This design comes from an exercise in tuning for small area, a short achievable clock period and few clock cycles per item on the open sky130 flow, not from production work.
In this exercise RTL edits were held to simulation tests only and were not proved equivalent to the original.
No activity file was given, so power comes from the tool's default toggle rates.

## build 11
## gobang_move_sequencer
module gobang_move_sequencer #(
   parameter int BOARD_N = 15,
   parameter int WIN_LEN = 5
) (
   input  logic                         clk,
   input  logic                         rst_n,
   input  logic                         new_game,
   input  logic                         move_valid,
   output logic                         move_ready,
   input  logic [3:0]                   move_row,
   input  logic [3:0]                   move_col,
   output logic                         result_valid,
   output logic [1:0]                   result_code,
   output logic                         winner,
   output logic                         turn,
   output logic                         game_over,
   output logic [7:0]                   move_count,
   output logic [BOARD_N*BOARD_N-1:0]   board_black,
   output logic [BOARD_N*BOARD_N-1:0]   board_white
);
Size in the first run: about 3,500 cells after synthesis, roughly 460 flip-flops.
export LEC_CHECK = 0
export CAP_MARGIN = 20
export CORE_MARGIN = 2
export CORE_UTILIZATION = 40
export SLEW_MARGIN = 20
create_clock -name core_clock -period 12.0 [get_ports {clk}]
standard.sh (not shown) runs the stock make flow with config.mk's settings and CLKGATE_MAP_FILE= SYNTH_SCRIPT=/design/flow/synth_recipe.tcl, a recipe that flattens the netlist after the stock synthesis.
==> flow/flow/run.sh <==
#!/bin/bash
# Standard ORFS layout, with the port buffers made from the smallest buffer cell.
set -euo pipefail
export BUFFER_PORTS_ARGS="-buffer_cell sky130_fd_sc_hd__buf_1"
bash standard.sh > flow.log 2>&1
Build 11 | stages: all done | timing, DRC, antenna: all pass
Testbench counts of build 11, summed over its fixed seeds: cycles 5,179, moves 5,091.
What build 85 does differently from build 11 at the input level:
Settings: SLEW_MARGIN changed from 20 to 35; PLACE_DENSITY newly set to 0.5; CAP_MARGIN changed from 20 to 35; CORE_UTILIZATION changed from 40 to 35.
==> flow/run.sh (new file) <==
#!/bin/bash
# synth_recipe.tcl (not shown) runs the flow's synth.tcl, then flattens the netlist and writes it again
# the make line also repeats each setting of config.mk as NAME=value (left out here)
make -C /OpenROAD-flow-scripts/flow DESIGN_CONFIG=/design/flow/config.mk WORK_HOME=/design/flow/orfs CLKGATE_MAP_FILE= SYNTH_SCRIPT=/design/flow/synth_recipe.tcl finish
removed: flow/flow/run.sh
removed: flow/standard.sh
--- outcome ---
- Taking build 11 as the reference, in build 85 clock skew fell by 18 ps; number of global-route vias before repair increased about 2.3%; first-pass GRT wire length +about 7%; final-stage net count went up by about 0.9%.
- Build 85 falls short of build 11 in die area.
- Build 85 against build 11: number of ordinary and repair buffers in the finished layout now sits higher; overall power of the completed layout shows an increase of about 3%; met3 layer usage reported by global route shows a reduction of 8.6 points.
- Share of total power in the clock network is lower on build 11
## Diff of input files: build 24 against build 85
Settings: SLEW_MARGIN: 35 -> 20; CORE_UTILIZATION: 35 -> 40; CAP_MARGIN: 35 -> 20; PLACE_DENSITY: 0.5 -> unset.
--- outcome ---
Critical path's slowest cell = sky130_fd_sc_hd__or4b_1: build 85; critical path's slowest cell = sky130_fd_sc_hd__and3_1: build 24
A first element of the critical path of move_row[2] is what build 24 shows, while move_row[0] belongs to build 85.
[flow] build 24 | stages: complete | final checks: fail | reason: capacitance limit
Build 85 was carried through to the last stage, and its layout satisfied the timing, design-rule and antenna checks.
Build 24 ended with less leakage dissipation than build 85.
Build 24 vs build 85: top achievable clock speed down
The net switching share of the total power in build 24 sits 1.2 points above the value recorded for build 85.
Looking at clock buffer count, build 24 sits 1 above build 85.
Compared to build 85, build 24 has endpoint arrival time on the critical path 430 ps higher.
Sort build 24 and build 85 by share of cell area taken by multi-input logic gates asc -> top: build 85
Of build 24 and build 85, build 24 shows the lower cell-internal power, with build 85 above it.
Setup slack of the most critical reg-to-reg path delta (build 24 − build 85): unfavourable
Input changes introduced in build 48 (baseline for comparison: build 24):
Settings: putting SETUP_SLACK_MARGIN at 5 where nothing was set.
==> comparison <==
No stage failed in build 48, and the final checks on the layout all came back clean. Share of the core filled with cells in the final layout for build 48: 1.3 points up relative to build 24. Going from build 24 to build 48, first-pass GRT wire length picked up an extra about 0.8%, sum of internal, switching and leakage power increased 0.73%. Higher total of cells resized after clock tree synthesis among build 24 and build 48: build 48. Build 48 vs. build 24: worst setup slack after layout went up; minimum clock period after layout decreased by 1840 ps relative to the old numbers; areal power density over the cells decreased by 1.8 nW/um2 relative to the old numbers; count of vias placed by the detailed router +566.

========
## lane 1
gobang_move_sequencer, a different RTL version from the one above (not shown whole).
For scale: roughly 460 flip-flops, about 480 I/O pins, about 30000 um2 of cells after synthesis.
==> flow/config.mk <==
export PLATFORM = sky130hd
export DESIGN_NAME = gobang_move_sequencer
export DESIGN_NICKNAME = gobang_move_sequencer
export VERILOG_FILES = /design/flow/design.v
export SDC_FILE = /design/flow/constraint.sdc
export NUM_CORES = 4
export LEC_CHECK = 0
export CAP_MARGIN = 30
export CORE_MARGIN = 2
export CORE_UTILIZATION = 35
export PLACE_DENSITY = 0.5
export SLEW_MARGIN = 30
==> flow/constraint.sdc <==
create_clock -name core_clock -period 12.0 [get_ports {clk}]
set_input_delay 2.4000 -clock core_clock [delete_from_list [all_inputs] [get_ports {clk}]]
set_output_delay 2.4000 -clock core_clock [all_outputs]
set_load 0.01 [all_outputs]
==> flow/flow/run.sh <==
#!/bin/bash
# Standard ORFS layout, with the port buffers made from the smallest buffer cell
# and timing repair aiming 7 ns below the clock period.
set -euo pipefail
export BUFFER_PORTS_ARGS="-buffer_cell sky130_fd_sc_hd__buf_1"
export SETUP_SLACK_MARGIN=7
bash standard.sh > flow.log 2>&1
Testbench counts of lane 1, summed over its fixed seeds: cycles 5,179, moves 5,091.
Relative to lane 1, the following input files were edited for lane 2:
-- flow/config.mk --
<<< lane 1, line 7
export LEC_CHECK = 0
export CAP_MARGIN = 30
>>> lane 2, line 7
export LEC_CHECK = 0
export ABC_AREA = 1
export CAP_MARGIN = 30
--- outcome ---
- Lane 2 reached the final stage; the timing, design-rule and antenna checks on its layout passed.
- Clock network fraction of design power is lower on lane 1
- Looking at lane 2 and lane 1, the routed metal-1 wire length is a wash.
- Lane 2 ended with less clock skew than lane 1.
- Summary of lane 2 over lane 1: clock period minus worst slack has decreased; cell count has increased.
- Sort lane 2 and lane 1 by post-place instance area, ascending, and lane 1 comes first.
- Multiplexer fraction of the synthesized cell area: lane 2 vs lane 1 down 11 points

========
## zinc
The RTL this note starts from:
==> flow/design.v <==
module gobang_move_sequencer #(
   parameter int BOARD_N = 15,
   parameter int WIN_LEN = 5
) (
   input  logic                         clk,
   input  logic                         rst_n,
   input  logic                         new_game,
   input  logic                         move_valid,
   output logic                         move_ready,
   input  logic [3:0]                   move_row,
   input  logic [3:0]                   move_col,
   output logic                         result_valid,
   output logic [1:0]                   result_code,
   output logic                         winner,
   output logic                         turn,
   output logic                         game_over,
   output logic [7:0]                   move_count,
   output logic [BOARD_N*BOARD_N-1:0]   board_black,
   output logic [BOARD_N*BOARD_N-1:0]   board_white
);
   localparam int N     = BOARD_N;
   localparam int CELLS = N * N;
   localparam int W     = WIN_LEN;
   localparam int ND    = 2 * N - 1;      
   logic             result_valid_q;
   logic [1:0]       result_code_q;
   logic             winner_q;
   logic             turn_q;
   logic             over_q;
   logic [7:0]       count_q;
   logic [CELLS-1:0] black_q;
   logic [CELLS-1:0] white_q;
   logic [N-1:0]  rsel, csel;         
   logic [ND-1:0] dsel;               
   logic [ND-1:0] asel;               
   logic [3:0] rh, rl, ch, cl;
   logic [6:0] dh, dl;                
   logic [6:0] sh, sl;                
   always_comb begin
      for (int a = 0; a < 4; a++) begin
         rh[a] = (move_row[3:2] == 2'(a));
         rl[a] = (move_row[1:0] == 2'(a));
         ch[a] = (move_col[3:2] == 2'(a));
         cl[a] = (move_col[1:0] == 2'(a));
      end
      for (int i = 0; i < N; i++) begin
         rsel[i] = rh[i / 4] & rl[i % 4];
         csel[i] = ch[i / 4] & cl[i % 4];
      end
      dh = '0; dl = '0; sh = '0; sl = '0;
      for (int a = 0; a < 4; a++)
         for (int b = 0; b < 4; b++) begin
            dh[b - a + 3] = dh[b - a + 3] | (rh[a] & ch[b]);
            dl[b - a + 3] = dl[b - a + 3] | (rl[a] & cl[b]);
            sh[a + b]     = sh[a + b]     | (rh[a] & ch[b]);
            sl[a + b]     = sl[a + b]     | (rl[a] & cl[b]);
         end
      dsel = '0;
      asel = '0;
      for (int x = 0; x < 7; x++)
         for (int y = 0; y < 7; y++) begin
            if (4*x + y - 15 + N - 1 >= 0 && 4*x + y - 15 + N - 1 < ND)
               dsel[4*x + y - 15 + N - 1] = dsel[4*x + y - 15 + N - 1] | (dh[x] & dl[y]);
            if (4*x + y < ND)
               asel[4*x + y] = asel[4*x + y] | (sh[x] & sl[y]);
         end
   end
   logic [N-1:0] row_b, row_w;
   logic         occ, legal;
   always_comb begin
      row_b = '0;
      row_w = '0;
      for (int i = 0; i < N; i++)
         for (int j = 0; j < N; j++) begin
            row_b[j] = row_b[j] | (rsel[i] & black_q[i*N + j]);
            row_w[j] = row_w[j] | (rsel[i] & white_q[i*N + j]);
         end
      occ   = |(csel & (row_b | row_w));
      legal = (|rsel) && (|csel) && !occ;
   end
   logic [CELLS-1:0] mine;
   logic [N-1:0]     line_h, line_v, line_d, line_a;
   logic [N-1:0]     new_h, new_v, new_d, new_a;
   logic             win_h, win_v, win_d, win_a, win;
   always_comb begin
      mine   = turn_q ? white_q : black_q;
      line_h = turn_q ? row_w : row_b;
      line_v = '0;
      line_d = '0;
      line_a = '0;
      for (int i = 0; i < N; i++)
         for (int j = 0; j < N; j++) begin
            line_v[i] = line_v[i] | (csel[j] & mine[i*N + j]);
            if (j - i >= -(N - W) && j - i <= N - W)
               line_d[i] = line_d[i] | (dsel[j - i + N - 1] & mine[i*N + j]);
            if (i + j >= W - 1 && i + j <= 2*N - 1 - W)
               line_a[i] = line_a[i] | (asel[i + j] & mine[i*N + j]);
         end
      new_h = line_h | csel;
      new_v = line_v | rsel;
      new_d = line_d | rsel;
      new_a = line_a | rsel;
      win_h = 1'b0;
      win_v = 1'b0;
      win_d = 1'b0;
      win_a = 1'b0;
      for (int k = 0; k + W <= N; k++) begin
         win_h = win_h | (&new_h[k +: W]);
         win_v = win_v | (&new_v[k +: W]);
         win_d = win_d | (&new_d[k +: W]);
         win_a = win_a | (&new_a[k +: W]);
      end
      win = win_h | win_v | win_d | win_a;
   end
   logic take, place;
   logic [N-1:0] cb, cw;              
   assign move_ready = !over_q;
   assign take       = move_valid && !over_q && !new_game;
   assign place      = take && legal;
   assign cb         = csel & {N{take && !turn_q}};
   assign cw         = csel & {N{take &&  turn_q}};
   always_ff @(posedge clk or negedge rst_n) begin
      if (!rst_n) begin
         result_valid_q <= 1'b0;
         result_code_q  <= 2'd0;
         winner_q       <= 1'b0;
         turn_q         <= 1'b0;
         over_q         <= 1'b0;
         count_q        <= 8'd0;
      end else if (new_game) begin
         result_valid_q <= 1'b0;
         result_code_q  <= 2'd0;
         winner_q       <= 1'b0;
         turn_q         <= 1'b0;
         over_q         <= 1'b0;
         count_q        <= 8'd0;
      end else begin
         result_valid_q <= take;
         if (take) begin
            if (!legal) begin
               result_code_q <= 2'd3;
            end else begin
               count_q <= count_q + 8'd1;
               if (win) begin
                  result_code_q <= 2'd1;
                  winner_q      <= turn_q;
                  over_q        <= 1'b1;
               end else if (count_q == 8'(CELLS - 1)) begin
                  result_code_q <= 2'd2;
                  over_q        <= 1'b1;
               end else begin
                  result_code_q <= 2'd0;
                  turn_q        <= !turn_q;
               end
            end
         end
      end
   end
   always_ff @(posedge clk or negedge rst_n) begin
      if (!rst_n) begin
         black_q <= '0;
         white_q <= '0;
      end else begin
         for (int i = 0; i < N; i++)
            for (int j = 0; j < N; j++) begin
               black_q[i*N + j] <= (black_q[i*N + j] && !new_game) || (rsel[i] && cb[j] && !white_q[i*N + j]);
               white_q[i*N + j] <= (white_q[i*N + j] && !new_game) || (rsel[i] && cw[j] && !black_q[i*N + j]);
            end
      end
   end
   assign result_valid = result_valid_q;
   assign result_code  = result_code_q;
   assign winner       = winner_q;
   assign turn         = turn_q;
   assign game_over    = over_q;
   assign move_count   = count_q;
   assign board_black  = black_q;
   assign board_white  = white_q;
endmodule
Settings: LEC_CHECK=0, ABC_AREA=1, CAP_MARGIN=30, CORE_MARGIN=2, CORE_UTILIZATION=46, PLACE_DENSITY=0.62, SLEW_MARGIN=30; clock period 12.0 ns.
Scripts as last shown in full above: flow/flow/run.sh
Testbench counts of zinc, summed over its fixed seeds: cycles 5,179, moves 5,091.
diff inputs: zinc => yarrow
# zinc
export LEC_CHECK = 0
export ABC_AREA = 1
export CAP_MARGIN = 30
export CORE_MARGIN = 2
export CORE_UTILIZATION = 46
export PLACE_DENSITY = 0.62
export SLEW_MARGIN = 30
create_clock -name core_clock -period 12.0 [get_ports {clk}]
# yarrow
export LEC_CHECK = 0
export ABC_AREA = 1
export CAP_MARGIN = 30
export CORE_MARGIN = 2
export CORE_UTILIZATION = 35
export PLACE_DENSITY = 0.5
export SLEW_MARGIN = 30
create_clock -name core_clock -period 12.0 [get_ports {clk}]
==> comparison <==
Where area of all placed cells without fillers is concerned, zinc is better than yarrow. Going from zinc to yarrow, combined global-route utilization of all metal layers shrank by 10 points; power per cell area fell about 2%.
Relative to yarrow, the following input files were edited for quartz:
# yarrow
export LEC_CHECK = 0
export ABC_AREA = 1
export CAP_MARGIN = 30
export CORE_MARGIN = 2
export CORE_UTILIZATION = 35
export PLACE_DENSITY = 0.5
export SLEW_MARGIN = 30
create_clock -name core_clock -period 12.0 [get_ports {clk}]
# quartz
export LEC_CHECK = 0
export ABC_AREA = 1
export CAP_MARGIN = 30
export CORE_MARGIN = 2
export CORE_UTILIZATION = 40
export PLACE_DENSITY = 0.55
export SLEW_MARGIN = 30
create_clock -name core_clock -period 12.0 [get_ports {clk}]
==> flow/flow/run.sh <==
#!/bin/bash
# Standard ORFS layout, with the port buffers made from the smallest buffer cell
# and timing repair aiming 7.3 ns below the clock period.
set -euo pipefail
export BUFFER_PORTS_ARGS="-buffer_cell sky130_fd_sc_hd__buf_1"
export SETUP_SLACK_MARGIN=7.3
bash standard.sh > flow.log 2>&1
### Flow results
The estimated power of quartz ends up higher than the estimate for yarrow. Going from yarrow to quartz, antenna diode instance count shows an increase of 9; worst hold margin shows no meaningful change; count of clock-buffer cells in the layout shows a reduction of 2; slew at the pin with the worst max-slew slack shows an increase of 0.020 ns; wire length of the first global-routing pass shows a reduction of about 3.3%. Relative to yarrow, the sequential share of cell area of quartz is lower by 1.3 points. Diff quartz..yarrow | number of buffers on the longest clock path | unchanged. Setup WNS yarrow -> quartz: better. sky130_fd_sc_hd__nor2_2 as the critical-path cell with the highest stage delay was reported by quartz, and sky130_fd_sc_hd__nor2_1 by yarrow. The run showing the smaller data arrival time of the critical path is quartz.
The following lists how xenon was set up differently from quartz:
# quartz
export LEC_CHECK = 0
export ABC_AREA = 1
export CAP_MARGIN = 30
export CORE_MARGIN = 2
export CORE_UTILIZATION = 40
export PLACE_DENSITY = 0.55
export SLEW_MARGIN = 30
create_clock -name core_clock -period 12.0 [get_ports {clk}]
# xenon
export LEC_CHECK = 0
export ABC_AREA = 1
export CAP_MARGIN = 30
export CORE_MARGIN = 2
export CORE_UTILIZATION = 40
export GPL_ROUTABILITY_DRIVEN = 0
export PLACE_DENSITY = 0.55
export SLEW_MARGIN = 30
create_clock -name core_clock -period 12.0 [get_ports {clk}]
==> flow/flow/run.sh <==
#!/bin/bash
# Standard ORFS layout, with the port buffers made from the smallest buffer cell
# and timing repair aiming 7 ns below the clock period.
set -euo pipefail
export BUFFER_PORTS_ARGS="-buffer_cell sky130_fd_sc_hd__buf_1"
export SETUP_SLACK_MARGIN=7
bash standard.sh > flow.log 2>&1
==> notes.md <==
- Re proportion of register bits with asynchronous set or reset after synthesis: no difference whatsoever between xenon and quartz.
- Time the worst path needs with I/O delays and setup: xenon > quartz
- Side by side, global-route wire length before repair turned out lower in xenon than in quartz.
- On share of final layout cell area taken by clock buffers and inverters, quartz tracks xenon almost exactly.
- Comparing quartz and xenon, the lower core utilization was measured on xenon.
- Delta (xenon minus quartz): via count decreased 2.2%, routed wire length decreased 8.4%.
- Met1 track demand over resource: xenon < quartz
- The fraction of standard cell area that is sequential number comes out higher for xenon vs quartz.
- xenon vs. quartz: design area went down, clock-net power decreased by about 7% relative to the old numbers.

port drivers added, routing unchanged:
The results above use ideal ports. As a check the final layouts listed here were re-extracted and re-timed, cells and wires unchanged.
Step 1 (the two cells are an assumption about what drives the block):
set clk [get_ports {clk}]
set_driving_cell -lib_cell sky130_fd_sc_hd__clkbuf_16 $clk
set_driving_cell -lib_cell sky130_fd_sc_hd__buf_2 [delete_from_list [all_inputs] $clk]
Step 2 times the ports against the registers' clock, not the clock port: input delays grow and output delays shrink by t, the midpoint of the rising clock arrivals with the driver on.
Slacks: no drivers / after step 1 / after step 2; pairs: no drivers / after step 1.
| run | t (ns) | setup WS [ns] | slew at the worst register clock pin (ns) |
|---|---|---|---|
| build 11 | 0.745 | 2.941 / 2.992 / 2.247 | 0.07 / 0.07 |
| build 85 | 0.776 | 3.200 / 3.249 / 2.473 | 0.08 / 0.08 |
| build 24 | 0.762 | 2.782 / 2.835 / 2.073 | 0.08 / 0.08 |
| build 48 | 0.754 | 4.621 / 4.672 / 3.918 | 0.08 / 0.08 |
| lane 1 | 0.747 | 6.687 / 6.503 / 5.756 | 0.07 / 0.07 |
| lane 2 | 0.734 | 6.949 / 6.967 / 6.232 | 0.07 / 0.07 |
| zinc | 0.712 | 6.942 / 6.992 / 6.281 | 0.08 / 0.08 |
| yarrow | 0.738 | 6.941 / 6.992 / 6.254 | 0.08 / 0.08 |
| quartz | 0.746 | 7.030 / 7.075 / 6.330 | 0.07 / 0.07 |
| xenon | 0.704 | 6.816 / 6.863 / 6.160 | 0.07 / 0.07 |
For lane 1, which loses most, drivers alone change the setup slack by -0.184 ns; drivers and shift together by -0.931 ns.
